This design comes from an exercise in tuning for small area on the open sky130 flow, not from production work.
At most, simulation tests tie the RTL to the original design; equivalence was not proved.

==> maple: inputs <==
==> flow/design.v <==
module as6s_fwft_prefetch_sfifo #(
    parameter int DATA_WIDTH     = 128,
    parameter int ADDR_WIDTH     = 4,
    parameter int FIFO_DEEP      = 1 << ADDR_WIDTH,
    parameter int RAM_PIPE_STAGE = 2
) (
    input  logic                  clk,
    input  logic                  rst,
    input  logic                  clear,
    input  logic [DATA_WIDTH-1:0] wr_data,
    input  logic                  wr_en,
    input  logic                  rd_en,
    input  logic [ADDR_WIDTH:0]   prog_full_assert_cfg,
    input  logic [ADDR_WIDTH:0]   prog_full_negate_cfg,
    input  logic [ADDR_WIDTH:0]   prog_empty_assert_cfg,
    input  logic [ADDR_WIDTH:0]   prog_empty_negate_cfg,
    output logic [DATA_WIDTH-1:0] rd_data,
    output logic                  rd_data_val,
    output logic                  empty,
    output logic                  full,
    output logic                  prog_full,
    output logic                  prog_empty,
    output logic [ADDR_WIDTH:0]   data_count,
    output logic                  ovf_int,
    output logic                  udf_int
);
    localparam int DW   = DATA_WIDTH;
    localparam int CW   = ADDR_WIDTH + 1;
    localparam int ROWS = FIFO_DEEP + RAM_PIPE_STAGE + 2;
    logic          srst;
    logic [CW-1:0] ram_cnt;    
    logic [2:0]    slot_cnt;   
    logic          pv0, pv1;   
    logic [CW-1:0] cnt;        
    logic          prog_full_r, prog_empty_r, ovf_r, udf_r;
    logic [ROWS-1:0] wsel;     
    logic [ROWS-1:0] hsel;     
    logic [ROWS-1:0] ph;       
    logic [ROWS-1:0] we, hold;
    logic [4:0]      wptr;     
    logic [DW-1:0]   q [ROWS];
    logic full_i, wen, fetch, head_val, ren, head_ph;
    logic [DW-1:0] rd_raw;
    assign srst     = rst | clear;
    assign full_i   = ram_cnt[CW-1];
    assign wen      = wr_en & ~full_i & ~srst;
    assign fetch    = (ram_cnt != '0) && ({1'b0, slot_cnt} + {3'b0, pv0} + {3'b0, pv1} < 4'd4);
    assign head_val = (slot_cnt != '0);
    assign ren      = rd_en & head_val;
    assign we       = wsel & {ROWS{wen}};
    always_comb
        for (int i = 0; i < ROWS; i++) hold[i] = ~(wen && wptr == 5'(i));
    always_ff @(posedge clk) begin
        for (int i = 0; i < ROWS; i++) begin
            q[i]  <= ~((q[i] | {DW{we[i]}}) & (wr_data | {DW{hold[i]}}));
            ph[i] <= ~(ph[i] | we[i]);
        end
    end
    always_ff @(posedge clk) begin
        if (srst) begin
            ram_cnt  <= '0;
            slot_cnt <= '0;
            pv0      <= 1'b0;
            pv1      <= 1'b0;
            cnt      <= '0;
            wsel     <= ROWS'(1);
            wptr     <= '0;
            hsel     <= ROWS'(1);
        end else begin
            ram_cnt  <= ram_cnt + CW'(wen) - CW'(fetch);
            slot_cnt <= slot_cnt + 3'(pv1) - 3'(ren);
            pv0      <= fetch;
            pv1      <= pv0;
            cnt      <= cnt + CW'(wen) - CW'(ren);
            if (wen) wsel <= {wsel[ROWS-2:0], wsel[ROWS-1]};
            if (wen) wptr <= (wptr == 5'(ROWS - 1)) ? '0 : wptr + 5'd1;
            if (ren) hsel <= {hsel[ROWS-2:0], hsel[ROWS-1]};
        end
    end
    always_ff @(posedge clk) begin
        if (srst) begin
            prog_full_r  <= 1'b0;
            prog_empty_r <= 1'b1;
            ovf_r        <= 1'b0;
            udf_r        <= 1'b0;
        end else begin
            if (cnt >= prog_full_assert_cfg)       prog_full_r <= 1'b1;
            else if (cnt <= prog_full_negate_cfg)  prog_full_r <= 1'b0;
            if (cnt <= prog_empty_assert_cfg)      prog_empty_r <= 1'b1;
            else if (cnt >= prog_empty_negate_cfg) prog_empty_r <= 1'b0;
            ovf_r <= wr_en & full_i;
            udf_r <= rd_en & ~head_val;
        end
    end
    always_comb begin
        rd_raw  = '1;
        head_ph = 1'b1;
        for (int i = 0; i < ROWS; i++) begin
            rd_raw  = rd_raw & (q[i] | {DW{~hsel[i]}});
            head_ph = head_ph & (ph[i] | ~hsel[i]);
        end
    end
    assign rd_data     = rd_raw ^ {DW{~head_ph}};
    assign rd_data_val = head_val;
    assign empty       = ~head_val;
    assign full        = full_i;
    assign prog_full   = prog_full_r;
    assign prog_empty  = prog_empty_r;
    assign data_count  = cnt;
    assign ovf_int     = ovf_r;
    assign udf_int     = udf_r;
endmodule
==> flow/run.sh <==
#!/bin/bash
# synth_recipe.tcl (not shown) runs the flow's synth.tcl, then flattens the netlist and writes it again
# the make line also repeats each setting of config.mk as NAME=value (left out here)
make -C /OpenROAD-flow-scripts/flow DESIGN_CONFIG=/design/flow/config.mk WORK_HOME=/design/flow/orfs CLKGATE_MAP_FILE= SYNTH_SCRIPT=/design/flow/synth_recipe.tcl finish
==> flow/config.mk <==
export PLATFORM = sky130hd
export DESIGN_NAME = as6s_fwft_prefetch_sfifo
export DESIGN_NICKNAME = as6s_fwft_prefetch_sfifo
export VERILOG_FILES = /design/flow/design.v
export SDC_FILE = /design/flow/constraint.sdc
export NUM_CORES = 4
export LEC_CHECK = 0
export CAP_MARGIN = 20
export CORE_MARGIN = 2
export CORE_UTILIZATION = 65
export CTS_BUF_LIST = sky130_fd_sc_hd__clkbuf_4 sky130_fd_sc_hd__clkbuf_8
export SLEW_MARGIN = 20
==> flow/constraint.sdc <==
create_clock -name core_clock -period 5.0 [get_ports {clk}]
set_input_delay 1.0000 -clock core_clock [delete_from_list [all_inputs] [get_ports {clk}]]
set_output_delay 1.0000 -clock core_clock [all_outputs]
set_load 0.01 [all_outputs]
==> inputs of delta, as changes to maple <==
--- a/flow/design.v
+++ b/flow/design.v
@@ -24,35 +24,39 @@
     output logic                  ovf_int,
     output logic                  udf_int
 );
-    localparam int DW   = DATA_WIDTH;
-    localparam int CW   = ADDR_WIDTH + 1;
-    localparam int ROWS = FIFO_DEEP + RAM_PIPE_STAGE + 2;
+    localparam int DW    = DATA_WIDTH;
+    localparam int CW    = ADDR_WIDTH + 1;
+    localparam int ROWS  = FIFO_DEEP + RAM_PIPE_STAGE + 2;
+    localparam int PAIRS = ROWS / 2;
     logic          srst;
     logic [CW-1:0] ram_cnt;    
     logic [2:0]    slot_cnt;   
     logic          pv0, pv1;   
     logic [CW-1:0] cnt;        
     logic          prog_full_r, prog_empty_r, ovf_r, udf_r;
-    logic [ROWS-1:0] wsel;     
-    logic [ROWS-1:0] hsel;     
+    logic [4:0]      wptr;     
+    logic [ROWS-1:0] hsel_n;   
     logic [ROWS-1:0] ph;       
-    logic [ROWS-1:0] we, hold;
-    logic [4:0]      wptr;     
-    logic [DW-1:0]   q [ROWS];
+    logic [ROWS-1:0] we;
+    logic [DW-1:0]   q  [ROWS];
+    logic [DW-1:0]   nq [ROWS];
+    logic [PAIRS*DW-1:0] pr;
     logic full_i, wen, fetch, head_val, ren, head_ph;
-    logic [DW-1:0] rd_raw;
+    logic [DW-1:0] rd_n;
     assign srst     = rst | clear;
     assign full_i   = ram_cnt[CW-1];
     assign wen      = wr_en & ~full_i & ~srst;
     assign fetch    = (ram_cnt != '0) && ({1'b0, slot_cnt} + {3'b0, pv0} + {3'b0, pv1} < 4'd4);
     assign head_val = (slot_cnt != '0);
     assign ren      = rd_en & head_val;
-    assign we       = wsel & {ROWS{wen}};
     always_comb
-        for (int i = 0; i < ROWS; i++) hold[i] = ~(wen && wptr == 5'(i));
+        for (int i = 0; i < ROWS; i++) we[i] = wen && (wptr == 5'(i));
+    for (genvar i = 0; i < ROWS; i++) begin : g_row
+        fwft_row_next #(.W(DW)) u_next (.q(q[i]), .d(wr_data), .w(we[i]), .h(~we[i]), .y(nq[i]));
+    end
     always_ff @(posedge clk) begin
         for (int i = 0; i < ROWS; i++) begin
-            q[i]  <= ~((q[i] | {DW{we[i]}}) & (wr_data | {DW{hold[i]}}));
+            q[i]  <= nq[i];
             ph[i] <= ~(ph[i] | we[i]);
         end
     end
@@ -63,18 +67,16 @@
             pv0      <= 1'b0;
             pv1      <= 1'b0;
             cnt      <= '0;
-            wsel     <= ROWS'(1);
             wptr     <= '0;
-            hsel     <= ROWS'(1);
+            hsel_n   <= ~ROWS'(1);
         end else begin
             ram_cnt  <= ram_cnt + CW'(wen) - CW'(fetch);
             slot_cnt <= slot_cnt + 3'(pv1) - 3'(ren);
             pv0      <= fetch;
             pv1      <= pv0;
             cnt      <= cnt + CW'(wen) - CW'(ren);
-            if (wen) wsel <= {wsel[ROWS-2:0], wsel[ROWS-1]};
-            if (wen) wptr <= (wptr == 5'(ROWS - 1)) ? '0 : wptr + 5'd1;
-            if (ren) hsel <= {hsel[ROWS-2:0], hsel[ROWS-1]};
+            if (wen) wptr   <= (wptr == 5'(ROWS - 1)) ? '0 : wptr + 5'd1;
+            if (ren) hsel_n <= {hsel_n[ROWS-2:0], hsel_n[ROWS-1]};
         end
     end
     always_ff @(posedge clk) begin
@@ -92,15 +94,16 @@
             udf_r <= rd_en & ~head_val;
         end
     end
+    for (genvar j = 0; j < PAIRS; j++) begin : g_pair
+        fwft_pair_pick #(.W(DW)) u_pick (.qa(q[2*j]), .qb(q[2*j+1]),
+                                         .sa_n(hsel_n[2*j]), .sb_n(hsel_n[2*j+1]), .y(pr[j*DW +: DW]));
+    end
+    fwft_or10 #(.W(DW)) u_or (.a(pr), .y(rd_n));
     always_comb begin
-        rd_raw  = '1;
         head_ph = 1'b1;
-        for (int i = 0; i < ROWS; i++) begin
-            rd_raw  = rd_raw & (q[i] | {DW{~hsel[i]}});
-            head_ph = head_ph & (ph[i] | ~hsel[i]);
-        end
+        for (int i = 0; i < ROWS; i++) head_ph = head_ph & (ph[i] | hsel_n[i]);
     end
-    assign rd_data     = rd_raw ^ {DW{~head_ph}};
+    assign rd_data     = rd_n ^ {DW{head_ph}};
     assign rd_data_val = head_val;
     assign empty       = ~head_val;
     assign full        = full_i;
@@ -110,3 +113,31 @@
     assign ovf_int     = ovf_r;
     assign udf_int     = udf_r;
 endmodule
+module fwft_row_next #(parameter int W = 128) (
+    input  logic [W-1:0] q,
+    input  logic [W-1:0] d,
+    input  logic         w,
+    input  logic         h,
+    output logic [W-1:0] y
+);
+    assign y = ~((q | {W{w}}) & (d | {W{h}}));
+endmodule
+module fwft_pair_pick #(parameter int W = 128) (
+    input  logic [W-1:0] qa,
+    input  logic [W-1:0] qb,
+    input  logic         sa_n,
+    input  logic         sb_n,
+    output logic [W-1:0] y
+);
+    assign y = ~((qa | {W{sa_n}}) & (qb | {W{sb_n}}));
+endmodule
+module fwft_or10 #(parameter int W = 128) (
+    input  logic [10*W-1:0] a,
+    output logic [W-1:0]    y
+);
+    logic [W-1:0] n0, n1, n2;
+    assign n0 = ~(a[0*W +: W] | a[1*W +: W] | a[2*W +: W] | a[3*W +: W]);
+    assign n1 = ~(a[4*W +: W] | a[5*W +: W] | a[6*W +: W]);
+    assign n2 = ~(a[7*W +: W] | a[8*W +: W] | a[9*W +: W]);
+    assign y  = ~(n0 & n1 & n2);
+endmodule
==> flow/flow/run.sh (new file) <==
#!/bin/bash
# The standard layout, with the port buffers made of buf_2 cells instead of the
# delay cells buffer_ports picks by default. Each step's full log stays under orfs/logs;
# make's own output goes to standard.log.
bash standard.sh 'BUFFER_PORTS_ARGS=-buffer_cell sky130_fd_sc_hd__buf_2' finish > standard.log 2>&1
==> flow/standard.sh (new file) <==
#!/bin/bash
# synth_recipe.tcl (not shown) runs the flow's synth.tcl, then flattens the netlist and writes it again
# the make line also repeats each setting of config.mk as NAME=value (left out here)
make -C /OpenROAD-flow-scripts/flow DESIGN_CONFIG=/design/flow/config.mk WORK_HOME=/design/flow/orfs CLKGATE_MAP_FILE= SYNTH_SCRIPT=/design/flow/synth_recipe.tcl "${@:-finish}"
--- a/flow/config.mk
+++ b/flow/config.mk
@@ -7,6 +7,10 @@
 export LEC_CHECK = 0
 export CAP_MARGIN = 20
 export CORE_MARGIN = 2
-export CORE_UTILIZATION = 65
-export CTS_BUF_LIST = sky130_fd_sc_hd__clkbuf_4 sky130_fd_sc_hd__clkbuf_8
+export CORE_UTILIZATION = 55
+export CTS_BUF_LIST = sky130_fd_sc_hd__clkbuf_16
+export CTS_CLUSTER_DIAMETER = 50
+export CTS_CLUSTER_SIZE = 26
+export SETUP_SLACK_MARGIN = 0.05
 export SLEW_MARGIN = 20
+export SYNTH_HIERARCHICAL = 1
removed: flow/run.sh
==> inputs of quartz, as changes to maple <==
==> flow/flow/run.sh (new file) <==
#!/bin/bash
# The standard layout, with the port buffers made of buf_2 cells instead of the
# delay cells buffer_ports picks by default. Each step's full log stays under orfs/logs;
# make's own output goes to standard.log.
bash standard.sh 'BUFFER_PORTS_ARGS=-buffer_cell sky130_fd_sc_hd__buf_2' finish > standard.log 2>&1
==> flow/standard.sh (new file) <==
#!/bin/bash
# synth_recipe.tcl (not shown) runs the flow's synth.tcl, then flattens the netlist and writes it again
# the make line also repeats each setting of config.mk as NAME=value (left out here)
make -C /OpenROAD-flow-scripts/flow DESIGN_CONFIG=/design/flow/config.mk WORK_HOME=/design/flow/orfs CLKGATE_MAP_FILE= SYNTH_SCRIPT=/design/flow/synth_recipe.tcl "${@:-finish}"
--- a/flow/config.mk
+++ b/flow/config.mk
@@ -7,6 +7,9 @@
 export LEC_CHECK = 0
 export CAP_MARGIN = 20
 export CORE_MARGIN = 2
-export CORE_UTILIZATION = 65
-export CTS_BUF_LIST = sky130_fd_sc_hd__clkbuf_4 sky130_fd_sc_hd__clkbuf_8
+export CORE_UTILIZATION = 55
+export CTS_BUF_LIST = sky130_fd_sc_hd__clkbuf_16
+export CTS_CLUSTER_DIAMETER = 60
+export CTS_CLUSTER_SIZE = 30
+export SETUP_SLACK_MARGIN = 0.05
 export SLEW_MARGIN = 20
removed: flow/run.sh
==> inputs of nickel, as changes to maple <==
--- a/flow/design.v
+++ b/flow/design.v
@@ -24,35 +24,39 @@
     output logic                  ovf_int,
     output logic                  udf_int
 );
-    localparam int DW   = DATA_WIDTH;
-    localparam int CW   = ADDR_WIDTH + 1;
-    localparam int ROWS = FIFO_DEEP + RAM_PIPE_STAGE + 2;
+    localparam int DW    = DATA_WIDTH;
+    localparam int CW    = ADDR_WIDTH + 1;
+    localparam int ROWS  = FIFO_DEEP + RAM_PIPE_STAGE + 2;
+    localparam int PAIRS = ROWS / 2;
     logic          srst;
     logic [CW-1:0] ram_cnt;    
     logic [2:0]    slot_cnt;   
     logic          pv0, pv1;   
     logic [CW-1:0] cnt;        
     logic          prog_full_r, prog_empty_r, ovf_r, udf_r;
-    logic [ROWS-1:0] wsel;     
-    logic [ROWS-1:0] hsel;     
+    logic [4:0]      wptr;     
+    logic [ROWS-1:0] hsel_n;   
     logic [ROWS-1:0] ph;       
-    logic [ROWS-1:0] we, hold;
-    logic [4:0]      wptr;     
-    logic [DW-1:0]   q [ROWS];
+    logic [ROWS-1:0] we;
+    logic [DW-1:0]   q  [ROWS];
+    logic [DW-1:0]   nq [ROWS];
+    logic [PAIRS*DW-1:0] pr;
     logic full_i, wen, fetch, head_val, ren, head_ph;
-    logic [DW-1:0] rd_raw;
+    logic [DW-1:0] rd_n;
     assign srst     = rst | clear;
     assign full_i   = ram_cnt[CW-1];
     assign wen      = wr_en & ~full_i & ~srst;
     assign fetch    = (ram_cnt != '0) && ({1'b0, slot_cnt} + {3'b0, pv0} + {3'b0, pv1} < 4'd4);
     assign head_val = (slot_cnt != '0);
     assign ren      = rd_en & head_val;
-    assign we       = wsel & {ROWS{wen}};
     always_comb
-        for (int i = 0; i < ROWS; i++) hold[i] = ~(wen && wptr == 5'(i));
+        for (int i = 0; i < ROWS; i++) we[i] = wen && (wptr == 5'(i));
+    for (genvar i = 0; i < ROWS; i++) begin : g_row
+        fwft_row_next #(.W(DW)) u_next (.q(q[i]), .d(wr_data), .w(we[i]), .h(~we[i]), .y(nq[i]));
+    end
     always_ff @(posedge clk) begin
         for (int i = 0; i < ROWS; i++) begin
-            q[i]  <= ~((q[i] | {DW{we[i]}}) & (wr_data | {DW{hold[i]}}));
+            q[i]  <= nq[i];
             ph[i] <= ~(ph[i] | we[i]);
         end
     end
@@ -63,18 +67,16 @@
             pv0      <= 1'b0;
             pv1      <= 1'b0;
             cnt      <= '0;
-            wsel     <= ROWS'(1);
             wptr     <= '0;
-            hsel     <= ROWS'(1);
+            hsel_n   <= ~ROWS'(1);
         end else begin
             ram_cnt  <= ram_cnt + CW'(wen) - CW'(fetch);
             slot_cnt <= slot_cnt + 3'(pv1) - 3'(ren);
             pv0      <= fetch;
             pv1      <= pv0;
             cnt      <= cnt + CW'(wen) - CW'(ren);
-            if (wen) wsel <= {wsel[ROWS-2:0], wsel[ROWS-1]};
-            if (wen) wptr <= (wptr == 5'(ROWS - 1)) ? '0 : wptr + 5'd1;
-            if (ren) hsel <= {hsel[ROWS-2:0], hsel[ROWS-1]};
+            if (wen) wptr   <= (wptr == 5'(ROWS - 1)) ? '0 : wptr + 5'd1;
+            if (ren) hsel_n <= {hsel_n[ROWS-2:0], hsel_n[ROWS-1]};
         end
     end
     always_ff @(posedge clk) begin
@@ -92,15 +94,16 @@
             udf_r <= rd_en & ~head_val;
         end
     end
+    for (genvar j = 0; j < PAIRS; j++) begin : g_pair
+        fwft_pair_pick #(.W(DW)) u_pick (.qa(q[2*j]), .qb(q[2*j+1]),
+                                         .sa_n(hsel_n[2*j]), .sb_n(hsel_n[2*j+1]), .y(pr[j*DW +: DW]));
+    end
+    fwft_or10 #(.W(DW)) u_or (.a(pr), .y(rd_n));
     always_comb begin
-        rd_raw  = '1;
         head_ph = 1'b1;
-        for (int i = 0; i < ROWS; i++) begin
-            rd_raw  = rd_raw & (q[i] | {DW{~hsel[i]}});
-            head_ph = head_ph & (ph[i] | ~hsel[i]);
-        end
+        for (int i = 0; i < ROWS; i++) head_ph = head_ph & (ph[i] | hsel_n[i]);
     end
-    assign rd_data     = rd_raw ^ {DW{~head_ph}};
+    assign rd_data     = rd_n ^ {DW{head_ph}};
     assign rd_data_val = head_val;
     assign empty       = ~head_val;
     assign full        = full_i;
@@ -110,3 +113,31 @@
     assign ovf_int     = ovf_r;
     assign udf_int     = udf_r;
 endmodule
+module fwft_row_next #(parameter int W = 128) (
+    input  logic [W-1:0] q,
+    input  logic [W-1:0] d,
+    input  logic         w,
+    input  logic         h,
+    output logic [W-1:0] y
+);
+    assign y = ~((q | {W{w}}) & (d | {W{h}}));
+endmodule
+module fwft_pair_pick #(parameter int W = 128) (
+    input  logic [W-1:0] qa,
+    input  logic [W-1:0] qb,
+    input  logic         sa_n,
+    input  logic         sb_n,
+    output logic [W-1:0] y
+);
+    assign y = ~((qa | {W{sa_n}}) & (qb | {W{sb_n}}));
+endmodule
+module fwft_or10 #(parameter int W = 128) (
+    input  logic [10*W-1:0] a,
+    output logic [W-1:0]    y
+);
+    logic [W-1:0] n0, n1, n2;
+    assign n0 = ~(a[0*W +: W] | a[1*W +: W] | a[2*W +: W] | a[3*W +: W]);
+    assign n1 = ~(a[4*W +: W] | a[5*W +: W] | a[6*W +: W]);
+    assign n2 = ~(a[7*W +: W] | a[8*W +: W] | a[9*W +: W]);
+    assign y  = ~(n0 & n1 & n2);
+endmodule
==> flow/flow/run.sh (new file) <==
#!/bin/bash
# The standard layout, with the port buffers made of buf_2 cells instead of the
# delay cells buffer_ports picks by default. Each step's full log stays under orfs/logs;
# make's own output goes to standard.log.
bash standard.sh 'BUFFER_PORTS_ARGS=-buffer_cell sky130_fd_sc_hd__buf_2' finish > standard.log 2>&1
==> flow/standard.sh (new file) <==
#!/bin/bash
# synth_recipe.tcl (not shown) runs the flow's synth.tcl, then flattens the netlist and writes it again
# the make line also repeats each setting of config.mk as NAME=value (left out here)
make -C /OpenROAD-flow-scripts/flow DESIGN_CONFIG=/design/flow/config.mk WORK_HOME=/design/flow/orfs CLKGATE_MAP_FILE= SYNTH_SCRIPT=/design/flow/synth_recipe.tcl "${@:-finish}"
--- a/flow/config.mk
+++ b/flow/config.mk
@@ -7,6 +7,10 @@
 export LEC_CHECK = 0
 export CAP_MARGIN = 20
 export CORE_MARGIN = 2
-export CORE_UTILIZATION = 65
-export CTS_BUF_LIST = sky130_fd_sc_hd__clkbuf_4 sky130_fd_sc_hd__clkbuf_8
+export CORE_UTILIZATION = 55
+export CTS_BUF_LIST = sky130_fd_sc_hd__clkbuf_8
+export CTS_CLUSTER_DIAMETER = 40
+export CTS_CLUSTER_SIZE = 16
+export SETUP_SLACK_MARGIN = 0.05
 export SLEW_MARGIN = 20
+export SYNTH_HIERARCHICAL = 1
removed: flow/run.sh
==> comparison <==
Sequential cell count is the same in quartz and maple.
The highest hold slack belongs to quartz, the lowest to nickel.
Clock skew: nickel > maple > quartz > delta.
Of maple and quartz, quartz has the higher fmax (gap about 4.7%, measured against quartz).
nickel finished but fails on max-slew violations. maple produced a layout that fails on negative setup slack. delta reached the layout checks and failed them: max-slew violations. quartz finished with timing, DRC and antenna clean.
Between maple and quartz, the lower via count is in quartz (gap about 3.4%, measured against quartz).
Against nickel, the non-clock buffer count of maple is higher by 63.
==> figures <==
|  | delta | maple | quartz | nickel |
|---|---|---|---|---|
| Run status | complete, but fails checks | complete, but fails checks | complete, no violations | complete, but fails checks |
| Reasons for failing layout checks | max-slew violations | negative setup slack | - | max-slew violations |
| Dpl cell area | 0.0899 mm2 | 0.0957 mm2 | 0.0944 mm2 | 0.0899 mm2 |
| CTS root buffer | clkbuf_16 | clkbuf_8 | clkbuf_16 | clkbuf_8 |
| YS warnings | 10 | 2 | 2 | 10 |
| Share of the final layout cell area in multi-input gates | 0.318 | 0.324 | 0.339 | 0.316 |
| Share of post-route cells with drive strength above 1 | 0.117 | 0.143 | 0.133 | 0.141 |
| Data arrival at the endpoint of the critical path | 3770 ps | 4060 ps | 3830 ps | 3950 ps |
| Length of routed met3 wiring | 35800 um | 55400 um | 45700 um | 37000 um |
| Endpoint of the worst-slack reg-to-reg timing path | q[16][6]$_DFF_P_ | q[7][49]$_DFF_P_ | cnt[4]$_SDFF_PP0_ | q[16][2]$_DFF_P_ |
| Vias per cell | 7.38 | 7.72 | 7.54 | 7.29 |
| Number of non-filler instances in the completed layout | 10.4k | 11.0k | 10.9k | 10.7k |
| Area of the placeable core | 0.165 mm2 | 0.142 mm2 | 0.167 mm2 | 0.165 mm2 |
| Largest clock skew in the final design | 30.0 ps | 53.8 ps | 38.1 ps | 70.3 ps |
| Initial DRC count | 10.5k | 14.4k | 12.4k | 10.5k |
Function not checked in delta and nickel: the RTL went through the layout flow alone.

[what the ideal ports hide]
How much do the figures lean on ideal ports? The routed layouts below were timed once more, with nothing changed but the port constraints.
Step 1, drivers: a clkbuf_16 drives clk and a buf_2 each remaining input, both assumed.
Step 2 moves the port delays by t, midway between the first and last clock arrival at a register: inputs arrive t later, outputs are due t later. That takes back most of the time a late clock gives input paths.
Three values: ideal, step 1, step 2; two values: the first two.
run	t (ns)	setup slack, ns	slew at the worst register clock pin (ns)	cell pins on the clock port's net
maple	1.107	-0.065 / -0.145 / 0.961	0.07 / 0.07	1
delta	0.945	0.228 / 0.136 / 0.954	0.10 / 0.10	1
quartz	0.948	0.173 / 0.083 / 1.031	0.11 / 0.11	1
nickel	1.130	0.049 / -0.041 / 0.909	0.10 / 0.10	1
